What follows belongs to an exercise in optimizing a design on an open flow for small area, a short achievable clock period and few clock cycles per item; a production flow would make more cautious choices.
Only simulation tests tie the RTL to the original design; equivalence was not proved.
Power is estimated from default activity; no workload was simulated.

// line_mem_engine
module line_mem_engine #(
    parameter int WORDS_PER_LINE = 16,
    parameter int LINE_BITS      = 32 * WORDS_PER_LINE
) (
    input  logic                 clk,
    input  logic                 rst,
    input  logic                 req_valid,
    output logic                 req_ready,
    input  logic                 req_wr,
    input  logic [31:0]          req_addr,
    input  logic [LINE_BITS-1:0] req_wdata,
    output logic                 resp_valid,
    output logic [LINE_BITS-1:0] resp_rdata,
    output logic                 mem_valid,
    input  logic                 mem_ready,
    output logic                 mem_we,
    output logic [31:0]          mem_addr,
    output logic [31:0]          mem_wdata,
    input  logic                 mem_rvalid,
    input  logic [31:0]          mem_rdata,
    output logic                 err
);
    logic        rdy_q;      
    logic        busy_q;     
    logic        val_q;      
    logic        resp_q;
    logic        err_q;
    logic [3:0]  cnt_q;      
    logic [4:0]  out_q;      
    logic        rdok_q;     
    logic        m_idle_q;   
    logic        m_wlast_q;  
    logic        m_wb_q;     
    logic        m_rd_q;     
    logic        we_q;
    logic [25:0] base_q;
    logic [LINE_BITS-1:0] line_q;
    logic xfer, rd_ok, beat, idle, last_cmd, wfin, last_beat, fin, pre;
    logic rdy_n, val_n, we_n, idle_n;
    logic [4:0] out_n;
    logic [3:0] cnt_n;
    assign xfer      = val_q & mem_ready;
    assign rd_ok     = rdok_q;
    assign beat      = mem_rvalid & rd_ok;
    assign idle      = rdy_q & ~val_q;
    assign last_cmd  = (cnt_q == 4'd15);
    assign wfin      = xfer & we_q & last_cmd;
    assign last_beat = beat & ~val_q & (out_q == 5'd1);
    assign fin       = wfin | last_beat;
    assign pre       = req_valid & (wfin | (last_beat & ~req_wr));
    assign rdy_n  = fin | (rdy_q & ~req_valid);
    assign val_n  = pre | (idle & req_valid) | (val_q & ~(xfer & last_cmd));
    assign we_n   = (idle | fin) ? req_wr : we_q;
    assign cnt_n  = cnt_q + {3'd0, xfer};
    assign idle_n = rdy_n & ~val_n;
    always_comb begin
        out_n = out_q;
  ...
==> flow/config.mk <==
export PLATFORM = sky130hd
export DESIGN_NAME = line_mem_engine
export DESIGN_NICKNAME = line_mem_engine
export VERILOG_FILES = /design/flow/design.v
export SDC_FILE = /design/flow/constraint.sdc
export NUM_CORES = 4
export LEC_CHECK = 0
export ABC_AREA = 1
export CAP_MARGIN = 20
export CORE_AREA = 6 6 414 414
export CTS_CLUSTER_DIAMETER = 100
export CTS_CLUSTER_SIZE = 22
export DIE_AREA = 0 0 420 420
export SETUP_SLACK_MARGIN = 3.1
export SLEW_MARGIN = 20
==> flow/constraint.sdc <==
create_clock -name core_clock -period 5.5 [get_ports {clk}]
set_input_delay 1.1000 -clock core_clock [delete_from_list [all_inputs] [get_ports {clk}]]
set_output_delay 1.1000 -clock core_clock [all_outputs]
set_load 0.01 [all_outputs]
standard.sh (not shown) runs the stock make flow with config.mk's settings and CLKGATE_MAP_FILE= SYNTH_SCRIPT=/design/flow/synth_recipe.tcl, a recipe that flattens the netlist after the stock synthesis.
==> flow/flow/run.sh <==
#!/bin/bash
# Standard ORFS layout with two changes: the smallest buffer on every input
# and output port instead of the default port-buffer cell, and the data
# pins of each bit column of the line register placed side by side, in
# shift order (flow/io.tcl), before the standard pin placement.
set -euo pipefail
export BUFFER_PORTS_ARGS="-buffer_cell sky130_fd_sc_hd__buf_1"
export PRE_IO_PLACEMENT_TCL="$(pwd)/flow/io.tcl"
bash standard.sh > standard_flow.log 2>&1
==> flow/flow/io.tcl <==
# Pin order: each of the 32 bit columns of the line shift register gets
# its pins side by side, in shift order: mem_rdata[c], then for words 15
# down to 0 the word's req_wdata and resp_rdata bits, then mem_wdata[c].
# Eight columns go on each edge; the other pins are placed freely.
set edges {bottom right top left}
for {set e 0} {$e < 4} {incr e} {
  set pins {}
  for {set c [expr {$e * 8}]} {$c < [expr {$e * 8 + 8}]} {incr c} {
    lappend pins "mem_rdata\[$c\]"
    for {set j 15} {$j >= 0} {incr j -1} {
      set k [expr {32 * $j + $c}]
      lappend pins "req_wdata\[$k\]" "resp_rdata\[$k\]"
    }
    lappend pins "mem_wdata\[$c\]"
  }
  set_io_pin_constraint -pin_names $pins -region [lindex $edges $e]:* -group -order
}
Testbench counts at the start, summed over its fixed seeds: cycles 37,500, items 1,600.
Change:
==> flow/flow/io.tcl (replaced) <==
# Pin plan. Each of the 32 bit columns of the line shift register gets its
# pins side by side, in shift order: mem_rdata[c], then for words 15 down to
# 0 the word's req_wdata and resp_rdata bits, then mem_wdata[c]. Eight
# columns go on each edge; the clock pin sits in the middle of the bottom
# edge's columns, so the clock tree's root is near the middle of an edge,
# and mem_ready, mem_rvalid and req_valid sit in the middle of the left
# edge's columns, so the select lines they drive reach every part of the
# line register about equally fast. The other pins are placed freely.
proc column_pins {c} {
  set pins [list "mem_rdata\[$c\]"]
  for {set j 15} {$j >= 0} {incr j -1} {
    set k [expr {32 * $j + $c}]
    lappend pins "req_wdata\[$k\]" "resp_rdata\[$k\]"
  }
  lappend pins "mem_wdata\[$c\]"
  return $pins
}
set edges {bottom right top left}
for {set e 0} {$e < 4} {incr e} {
  set pins {}
  for {set i 0} {$i < 8} {incr i} {
    if {$e == 0 && $i == 4} { lappend pins clk }
    if {$e == 3 && $i == 4} { lappend pins mem_ready mem_rvalid req_valid }
    set pins [concat $pins [column_pins [expr {$e * 8 + $i}]]]
  }
  set_io_pin_constraint -pin_names $pins -region [lindex $edges $e]:* -group -order
}
--- a/flow/config.mk
+++ b/flow/config.mk
@@ -14 +14 @@
-export SETUP_SLACK_MARGIN = 3.1
+export SETUP_SLACK_MARGIN = 3.13
The new run finished clean.
Final cell count barely changes.
Combinational power came out higher by about 4.4%.
Worst hold slack improves by 6.7 ps.
Clock-buffer cell count came out higher by 2.
Synthesized area is unchanged.
Synthesized cell count stays the same.
Core utilization is higher by 0.37 points.
Critical path depth climbs by 3.
Worst setup slack degrades by 33 ps.
Clock power stays flat.
Power grows by about 2.2%.
Change:
==> flow/flow/io.tcl (replaced) <==
# Pin order: each of the 32 bit columns of the line shift register gets
# its pins side by side, in shift order: mem_rdata[c], then for words 15
# down to 0 the word's req_wdata and resp_rdata bits, then mem_wdata[c].
# Eight columns go on each edge; the other pins are placed freely.
set edges {bottom right top left}
for {set e 0} {$e < 4} {incr e} {
  set pins {}
  for {set c [expr {$e * 8}]} {$c < [expr {$e * 8 + 8}]} {incr c} {
    lappend pins "mem_rdata\[$c\]"
    for {set j 15} {$j >= 0} {incr j -1} {
      set k [expr {32 * $j + $c}]
      lappend pins "req_wdata\[$k\]" "resp_rdata\[$k\]"
    }
    lappend pins "mem_wdata\[$c\]"
  }
  set_io_pin_constraint -pin_names $pins -region [lindex $edges $e]:* -group -order
}
--- a/flow/config.mk
+++ b/flow/config.mk
@@ -14 +14,2 @@
-export SETUP_SLACK_MARGIN = 3.13
+export PLACE_DENSITY = 0.8
+export SETUP_SLACK_MARGIN = 3.15
Effect:
- The changed run produced a clean layout
- routed wire length falls by 4.0%
- setup slack gains 3.3 ps
- total power rose by 1.2%
- global-route usage is lower by 0.34 points
- clock skew rose by 19 ps
- utilization rose by 0.31 points
- fmax hardly moves
- synthesized area is unchanged
- sequential power rose by about 2%
- design area goes up by 1.8%
- flip-flop and latch count does not change

-- afterwards: timing with drivers on the ports --
The results above use ideal ports. As a check the final layouts listed here were re-extracted and re-timed, cells and wires unchanged.
Step 1: set_driving_cell puts a clkbuf_16 on clk and a buf_2 on each other input, an assumption about the parent block.
Step 2 times the ports against the registers' clock, not the clock port: input delays grow and output delays shrink by t, the midpoint of the rising clock arrivals with the driver on.
Slacks: no drivers / after step 1 / after step 2; pairs: no drivers / after step 1.
run	t (ns)	setup WS [ns]	worst setup path after step 2	latest minus earliest clock arrival (ns)	worst register clock-pin slew, ns
the first run	0.708	3.148 / 3.108 / 2.468	input to register	0.021 / 0.021	0.10 / 0.10
the second run	0.685	3.115 / 3.021 / 2.336	input to register	0.019 / 0.019	0.09 / 0.09
the third run	0.712	3.118 / 3.053 / 2.546	input to register	0.043 / 0.043	0.09 / 0.09
After both steps every run listed still meets setup and hold. The setup slack of the second run, which loses most, moves by -0.094 ns with the drivers and by -0.779 ns with both steps.
